From an optimization exercise on the open Yosys and OpenROAD flow, aimed at small area, a short achievable clock period and few clock cycles per item; shortcuts taken in it are not production practice.
Function not checked in this run: the RTL went through the layout flow alone.
No activity file was given, so power comes from the tool's default toggle rates.

===== flow/design.v =====
`timescale 1ns / 1ps
`default_nettype none
package tre_pkg;
    localparam int MAX_GATES  = 64;
    localparam int TERM_TRITS = 9;
    localparam int TERM_W     = 2 * TERM_TRITS;
    localparam int IDX_W      = $clog2(MAX_GATES);
    localparam int CNT_W      = $clog2(MAX_GATES + 1);
    localparam int TGT_W      = 4;
    localparam int OP_W       = 3;
    localparam int GPS        = 2;
    localparam int STAGES     = (MAX_GATES + GPS - 1) / GPS;
    typedef enum logic {
        FUNC_LOAD = 1'b0,
        FUNC_EVAL = 1'b1
    } t_func;
    typedef enum logic [OP_W-1:0] {
        OP_MINUS1 = 3'd0,
        OP_MINUS2 = 3'd1,
        OP_SWAP01 = 3'd2,
        OP_SWAP02 = 3'd3,
        OP_SWAP12 = 3'd4
    } t_op;
    typedef struct packed {
        logic [TERM_W-1:0] control;
        logic [TGT_W-1:0]  target;
        logic [OP_W-1:0]   op;
    } t_gate;
    localparam logic [OP_W-1:0] SOP_IDENT  = 3'b000;
    function automatic logic [OP_W-1:0] enc_op(input logic [TERM_W-1:0] control,
                                                input logic [TGT_W-1:0]  target,
                                                input logic [OP_W-1:0]   op);
        logic [OP_W-1:0] res;
        logic            ok;
        ok = 1'b0;
        for (int k = 0; k < TERM_TRITS; k++) begin
            if (target == TGT_W'(k) && control[2*k +: 2] == 2'd0)
                ok = 1'b1;
        end
        case (op)
            3'd0:    res = 3'b110;
            3'd1:    res = 3'b101;
            3'd2:    res = 3'b100;
            3'd3:    res = 3'b010;
            3'd4:    res = 3'b001;
            default: res = SOP_IDENT;
        endcase
        if (!ok)
            res = SOP_IDENT;
        enc_op = res;
    endfunction
    function automatic logic [1:0] perm_trit(input logic [OP_W-1:0] op,
                                             input logic [1:0] trit);
        logic h, l, x, nh, nl;
        h  = trit[1];
        l  = trit[0];
        x  = ~(h ^ l);
        case (op[1:0])
            2'd0:    nh = h;
            2'd1:    nh = l;
            default: nh = x;
        endcase
        case (op[1:0])
            2'd0:    nl = op[2] ? x : l;
            2'd1:    nl = op[2] ? x : h;
            default: nl = op[2] ? h : l;
        endcase
        perm_trit = {nh, nl};
    endfunction
endpackage
`default_nettype wire
`timescale 1ns / 1ps
`default_nettype none
module tre_cell (
    input  wire logic [tre_pkg::TERM_W-1:0] i_control,
    input  wire logic [tre_pkg::TGT_W-1:0]  i_target,
    input  wire logic [tre_pkg::OP_W-1:0]   i_op,
    input  wire logic                       i_active,
    input  wire logic [tre_pkg::TERM_W-1:0] i_term,
    output logic [tre_pkg::TERM_W-1:0]      o_term
);
    logic [tre_pkg::TERM_TRITS-1:0] w_dec;
    logic [tre_pkg::TERM_TRITS-1:0] w_eq;
    logic [1:0]                     w_trit;
    logic [1:0]                     w_new;
    logic                           w_fire;
    always_comb begin
        w_trit = 2'd0;
        for (int k = 0; k < tre_pkg::TERM_TRITS; k++) begin
            w_dec[k] = (i_target == tre_pkg::TGT_W'(k));
            w_eq[k]  = w_dec[k] || (i_term[2*k +: 2] == i_control[2*k +: 2]);
            w_trit   = w_trit | (w_dec[k] ? i_term[2*k +: 2] : 2'd0);
        end
        w_fire = i_active && (&w_eq);
        w_new  = tre_pkg::perm_trit(i_op, w_trit);
        for (int k = 0; k < tre_pkg::TERM_TRITS; k++) begin
            o_term[2*k +: 2] = (w_fire && w_dec[k]) ? w_new : i_term[2*k +: 2];
        end
    end
endmodule
`default_nettype wire
`timescale 1ns / 1ps
`default_nettype none
module ternary_reversible_cascade_eval (
    input  wire logic                        i_clk,
    input  wire logic                        i_rst_n,
    input  wire logic                        i_cfg_we,
    input  wire logic [tre_pkg::CNT_W-1:0]   i_cfg_data,
    input  wire logic                        i_valid,
    output logic                             o_stall,
    input  wire logic                        i_func,
    input  wire logic [tre_pkg::IDX_W-1:0]   i_gate_index,
    input  wire logic [tre_pkg::TERM_W-1:0]  i_gate_control,
    input  wire logic [tre_pkg::TGT_W-1:0]   i_gate_target,
    input  wire logic [tre_pkg::OP_W-1:0]    i_gate_op,
    input  wire logic [tre_pkg::TERM_W-1:0]  i_term,
    output logic                             o_valid,
    input  wire logic                        i_stall,
    output logic [tre_pkg::TERM_W-1:0]       o_result_term
);
    localparam int NG = tre_pkg::MAX_GATES;
    localparam int NS = tre_pkg::STAGES;
    localparam int G  = tre_pkg::GPS;
    localparam int TW = tre_pkg::TERM_W;
    logic [tre_pkg::CNT_W-1:0] r_gate_count;
    always_ff @(posedge i_clk) begin
        if (!i_rst_n) begin
            r_gate_count <= '0;
        end else if (i_cfg_we) begin
            r_gate_count <= i_cfg_data;
        end
    end
    logic                        r_stall;
    logic                        r_in_valid;
    logic                        r_in_load;
    logic [TW-1:0]               r_in_data;    
    logic [tre_pkg::IDX_W-1:0]   r_in_index;
    logic [tre_pkg::TGT_W-1:0]   r_in_target;
    logic [tre_pkg::OP_W-1:0]    r_in_op;
    logic                        w_accept;
    logic                        w_adv;        
    logic                        w_busy;       
    logic                        w_in_leave;
    logic                        w_write;
    logic [NS-1:0]               r_valid;      
    logic [TW-1:0]               r_term [NS];
    logic [TW-1:0]               w_next [NS+1];
    logic                        r_out_valid;
    logic [TW-1:0]               r_out_term;
    logic                        r_skid_valid;
    logic [TW-1:0]               r_skid_term;
    assign w_accept   = i_valid && !r_stall;
    assign w_adv      = !r_skid_valid;
    assign w_busy     = |r_valid[NS-1:1];
    assign w_in_leave = r_in_valid && (r_in_load ? !w_busy : w_adv);
    assign w_write    = r_in_valid && r_in_load && !w_busy;
    logic          n_in_valid;
    logic          n_in_load;
    logic          n_skid_valid;
    logic [NS-1:0] n_valid;
    logic          w_take;
    assign w_take     = r_out_valid && !i_stall;
    assign n_in_valid = w_accept || (r_in_valid && !w_in_leave);
    assign n_in_load  = w_accept ? (i_func == tre_pkg::FUNC_LOAD) : r_in_load;
    always_comb begin
        n_valid = r_valid;
        if (w_adv) begin
            n_valid[1] = r_in_valid && !r_in_load;
            for (int s = 2; s < NS; s++)
                n_valid[s] = r_valid[s-1];
        end
        n_valid[0] = 1'b0;
        if (r_skid_valid)
            n_skid_valid = !w_take;
        else
            n_skid_valid = r_out_valid && !w_take && r_valid[NS-1];
    end
    always_ff @(posedge i_clk) begin
        if (!i_rst_n) begin
            r_in_valid <= 1'b0;
            r_stall    <= 1'b0;
        end else begin
            r_in_valid <= n_in_valid;
            r_stall    <= n_in_valid &&
                          (n_in_load ? (|n_valid[NS-1:1]) : n_skid_valid);
        end
    end
    always_ff @(posedge i_clk) begin
        if (!r_stall) begin
            r_in_load   <= (i_func == tre_pkg::FUNC_LOAD);
            r_in_data   <= (i_func == tre_pkg::FUNC_LOAD) ? i_gate_control : i_term;
            r_in_index  <= i_gate_index;
            r_in_target <= i_gate_target;
            r_in_op     <= tre_pkg::enc_op(i_gate_control, i_gate_target, i_gate_op);
        end
    end
    logic [TW-1:0]               g_control [NG];
    logic [tre_pkg::TGT_W-1:0]   g_target  [NG];
    logic [tre_pkg::OP_W-1:0]    g_op      [NG];
    for (genvar g = 0; g < NG; g++) begin : g_store
        always_ff @(posedge i_clk) begin
            if (w_write && r_in_index == tre_pkg::IDX_W'(g)) begin
                g_control[g] <= r_in_data;
                g_target[g]  <= r_in_target;
                g_op[g]      <= r_in_op;
            end
        end
    end
    for (genvar s = 1; s <= NS; s++) begin : g_stage
        logic [TW-1:0] w_t [G+1];
        if (s == 1) begin : g_first
            assign w_t[0] = r_in_data;
        end else begin : g_rest
            assign w_t[0] = r_term[s-1];
        end
        for (genvar j = 0; j < G; j++) begin : g_gate
            localparam int GI = (s - 1) * G + j;
            if (GI < NG) begin : g_on
                tre_cell u_cell (
                    .i_control (g_control[GI]),
                    .i_target  (g_target[GI]),
                    .i_op      (g_op[GI]),
                    .i_active  (tre_pkg::CNT_W'(GI) < r_gate_count),
                    .i_term    (w_t[j]),
                    .o_term    (w_t[j+1])
                );
            end else begin : g_off
                assign w_t[j+1] = w_t[j];
            end
        end
        assign w_next[s] = w_t[G];
    end
    assign w_next[0] = '0;
    always_ff @(posedge i_clk) begin
        if (!i_rst_n) begin
            r_valid <= '0;
        end else begin
            r_valid <= n_valid;
        end
    end
    for (genvar s = 1; s < NS; s++) begin : g_treg
        always_ff @(posedge i_clk) begin
            if (w_adv) begin
                r_term[s] <= w_next[s];
            end
        end
    end
    assign r_term[0] = '0;
    always_ff @(posedge i_clk) begin
        if (!i_rst_n) begin
            r_out_valid  <= 1'b0;
            r_skid_valid <= 1'b0;
        end else begin
            r_skid_valid <= n_skid_valid;
            if (r_skid_valid) begin
                if (w_take)
                    r_out_valid <= 1'b1;
            end else if (!r_out_valid || w_take) begin
                r_out_valid <= r_valid[NS-1];
            end
        end
    end
    always_ff @(posedge i_clk) begin
        if (r_skid_valid) begin
            if (w_take)
                r_out_term <= r_skid_term;
        end else if (!r_out_valid || w_take) begin
            r_out_term <= w_next[NS];
        end
    end
    always_ff @(posedge i_clk) begin
        if (!r_skid_valid) begin
            r_skid_term <= w_next[NS];
        end
    end
    assign o_stall       = r_stall;
    assign o_valid       = r_out_valid;
    assign o_result_term = r_out_term;
endmodule
`default_nettype wire

===== flow/run.sh =====
#!/bin/bash
# synth_recipe.tcl (not shown) runs the flow's synth.tcl, then flattens the netlist and writes it again
# the make line also repeats each setting of config.mk as NAME=value (left out here)
make -C /OpenROAD-flow-scripts/flow DESIGN_CONFIG=/design/flow/config.mk WORK_HOME=/design/flow/orfs CLKGATE_MAP_FILE= SYNTH_SCRIPT=/design/flow/synth_recipe.tcl finish

===== flow/config.mk =====
export PLATFORM = sky130hd
export DESIGN_NAME = ternary_reversible_cascade_eval
export DESIGN_NICKNAME = ternary_reversible_cascade_eval
export VERILOG_FILES = /design/flow/design.v
export SDC_FILE = /design/flow/constraint.sdc
export NUM_CORES = 4
export LEC_CHECK = 0
export CAP_MARGIN = 20
export CORE_MARGIN = 2
export CORE_UTILIZATION = 40
export SLEW_MARGIN = 20

===== flow/constraint.sdc =====
create_clock -name core_clock -period 5.0 [get_ports {i_clk}]
set_input_delay 1.0000 -clock core_clock [delete_from_list [all_inputs] [get_ports {i_clk}]]
set_output_delay 1.0000 -clock core_clock [all_outputs]
set_load 0.01 [all_outputs]

==> impl_metrics.csv <==
group,metric,value,unit
routing,wl_met1,184000,um
synth,syn_nets,10900,
setup_path,cp.required,5.61,ns
sta,hold_viol_final,0,
place,place_area,137000,sq um
synth,synth_most_common_cell,"edfxtp_1",
cells_and_area,fin_util,0.461,
setup_path,startpoint_type,"register",
run_status,status,"no timing/DRC/antenna violations",
synth,yosysSeqAreaShare,0.531,
setup_path,cp_max_fo,14,
routing,ant_nets,0,
sta,relSlewSlack,0.0952,
routing,wl_per_cell,27.8,um
synth,syn-cell-area,127000,sq um
job,maxCapViolCount,0,
routing,drt_iter0_markers,11400,
clock_tree,postCtsHoldBufs,0,
clock_tree,numCtsBuffers,267,
sta,timing.final.ws_setup,0.163,ns
sta,slew_violations,0,
pwr,p_per_area,320,nW/um^2
cells_and_area,drive_above_1_share,0.136,
synth,netlist.area_leader.share,0.525,
global_route,grt_pass1_vias,93600,
synth,avgSynthCellArea,11.7,sq um
floorplanning,io_pins,82,
cells_and_area,final_nets,11500,
routing,wl_met3,32000,um
sta,fin_crit,4.84,ns
place,place_hpwl,294000,um
routing,wl_met2,206000,um
global_route,grt_max_degree,116,
floorplanning,row_count,207,
clock_tree,clk_latency,0.93,ns
synth,yosysTopAreaCell,"edfxtp_1",
global_route,antenna_found_initial,34,
pwr,max-vdd-ir-drop,0.277,mV
clock_tree,clockBufferDepth,4,
global_route,grt_usage,0.263,
synth,synth.distinct_cells,110,
clock_tree,path_clk_slew,0.07,ns
setup_path,arrival,5.45,ns
sta,finClkSkew,0.0604,ns
sta,tightest_slew,1.35,ns
synth,netlist_instances,10900,
global_route,grt_pass1_wl,640000,um
setup_path,path_class,"register to register",
setup_path,end_kind,"register",
global_route,grt.overflow.total,0,
clock_tree,clkSinkCount,2268,
sta,finalSetupViolCount,0,
worst_hold_path,worstHoldPathType,"register to register",
routing,topRoutingLayerUsed,"met5",
routing,via_per_inst,6.11,
sta,max_freq,207,MHz
routing,num_vias,97000,
place,portBuffers,81,
clock_tree,h-tree-depth,5,
sta,fin_crit_sh,0.967,
clock_tree,cts_root_buf,"clkbuf_16",
floorplanning,die_w,568,um
synth,synthesis.yosys.warnings,78,
clock_tree,cts_tree,"built",
cells_and_area,syn2layout_area_growth,14.9,%
sta,whs,0.526,ns
synth,async_reset_ff_frac,0,
synth,synth_seq_cells,2268,
floorplanning,core-area,318000,sq um
floorplanning,die_h,568,um
floorplanning,die_area,323000,sq um
cells_and_area,final_area,146000,sq um
synth,synth_edf_count,2226,
routing,drtPass1Iterations,8,
place,place_congestion,0.944,
routing,drt_wl_total,442000,um
routing,drc,0,
synth,yosys-top-cells-count,"edfxtp_1 (2226), mux2i_1 (1159), xnor2_1 (729)",
floorplanning,start_util,0.401,
synth,ys.flop_type,"edfxtp_1",
place,dp_slack,-0.198,ns
synth,synth_area_leaders,"edfxtp_1 (52%), mux2i_1 (9.1%), xnor2_1 (5.0%), xor2_1 (2.7%), nand2_1 (2.1%)",
pwr,p_leak,49.8,nW
metrics by stage:
stage | power [mW] | setup TNS, ns | cells
2_1_floorplan | 24.8 | 0 | 10900
3_3_place_gp | 27.2 | -4.82 | 15300
3_5_place_dp | 27.3 | -1.32 | 15300
4_1_cts | 47.2 | 0 | 15800
5_1_grt | 48.3 | -0.102 | 15900
6_report | 46.9 | 0 | 15900
placed cells by master (no fill, tap or decap), types with 152 or more instances in the layout:
cell,instances
a21oi_1,346
buf_4,631
clkbuf_16,272
edfxtp_1,2226
inv_1,162
mux2_2,159
mux2i_1,1144
nand2_1,706
nand3_1,360
nand4_1,226
nor2_1,557
nor2b_1,243
nor3_1,265
nor4_1,173
o21ai_0,277
o22ai_1,152
xnor2_1,729
xor2_1,390
state kept, by name (all words and copies together) (netlist names), 6 cells and up:
name          count
g_control      1152
g_op            192
g_target        256
r_gate_count      7
r_in_data        18
r_in_index        6
r_out_term       18
r_skid_term      18
r_term          558
r_valid          31
per-layer routing:
| metal | track usage | vias to the layer above |
|---|---|---|
| met2 | 0.427 | 4242 |
| met5 | 0 | - |
| li1 | - | 43500 |
| met1 | 0.355 | 48400 |
| met4 | 0.107 | 2 |
| met3 | 0.0350 | 902 |
power by group:
group          switching [mW]  internal (mW)  leakage, nW
clock                    8.30           11.6         4.27
sequential              0.876           21.6         21.4
combinational            2.95           1.54         24.2
layout make-up:
| class | count | area, sq um |
|---|---|---|
| Fill cell | 28700 | 171000 |
| Sequential cell | 2268 | 67700 |
| Multi-Input combinational cell | 8052 | 58200 |
| Clock buffer | 302 | 6920 |
| Timing Repair Buffer | 727 | 5820 |
| Tap cell | 4180 | 5230 |
| Clock inverter | 176 | 1910 |
| Inverter | 163 | 619 |
| Antenna cell | 15 | 37.5 |
timing repair:
item | in CTS | in global routing
setup endpoints to repair | 59 | 357
gates resized for setup | 7 | 96
setup buffers | 0 | 49
cloned | 0 | 0
pin swaps | 0 | 9
cell families after synthesis:
| logic type | after synthesis | synth area share |
|---|---|---|
| AND/OR/NAND/NOR | 3754 | 0.163 |
| flip-flops | 2268 | 0.531 |
| AO/OA/AOI/OAI | 1840 | 0.102 |
| multiplexers | 1339 | 0.109 |
| XOR/XNOR | 1119 | 0.0769 |
| buffers and inverters | 563 | 0.0177 |
path summary, 6_finish.rpt:
path	slack (ns)	end	depth (start not counted)	startpoint
max	0.16	r_term[8][7]$_DFFE_PN_	13	g_target[14][2]$_DFFE_PP_
min	0.53	r_valid[24]$_SDFF_PN0_	2	r_valid[23]$_SDFF_PN0_
max reg2reg	0.16	r_term[8][7]$_DFFE_PN_	13	g_target[14][2]$_DFFE_PP_
min reg2reg	0.53	r_valid[24]$_SDFF_PN0_	2	r_valid[23]$_SDFF_PN0_
worst max-delay path, stage by stage, from the launching register on:
cell and delay [ns]:
edfxtp_1 0.59, or2_2 0.41, o311ai_0 0.59, and4_1 0.42
and4_1 0.29, mux2_2 0.42, a22o_1 0.26, nor4_1 0.55
buf_4 0.24, nor2b_1 0.13, a211oi_1 0.06, a211oi_1 0.24
buf_4 0.21, mux2i_1 0.12

## what the ideal ports hide
In the flow no input, the clock included, has a driving cell. The finished layout below was timed again as built, in two steps. Step 1, drivers: a clkbuf_16 drives i_clk and a buf_2 each remaining input, both assumed. Step 2 times the ports against the registers' clock, not the clock port: input delays grow and output delays shrink by t, the midpoint of the rising clock arrivals with the driver on. a / b / c = ideal / step 1 / step 2; a / b = the first two.
t, ns: 0.994
setup slack, ns: 0.163 / 0.163 / 0.163
latest minus earliest clock arrival (ns): 0.061 / 0.061
After both steps this run still meets setup and hold. For this run, drivers alone change the setup slack by 0.000 ns; drivers and shift together by 0.000 ns.
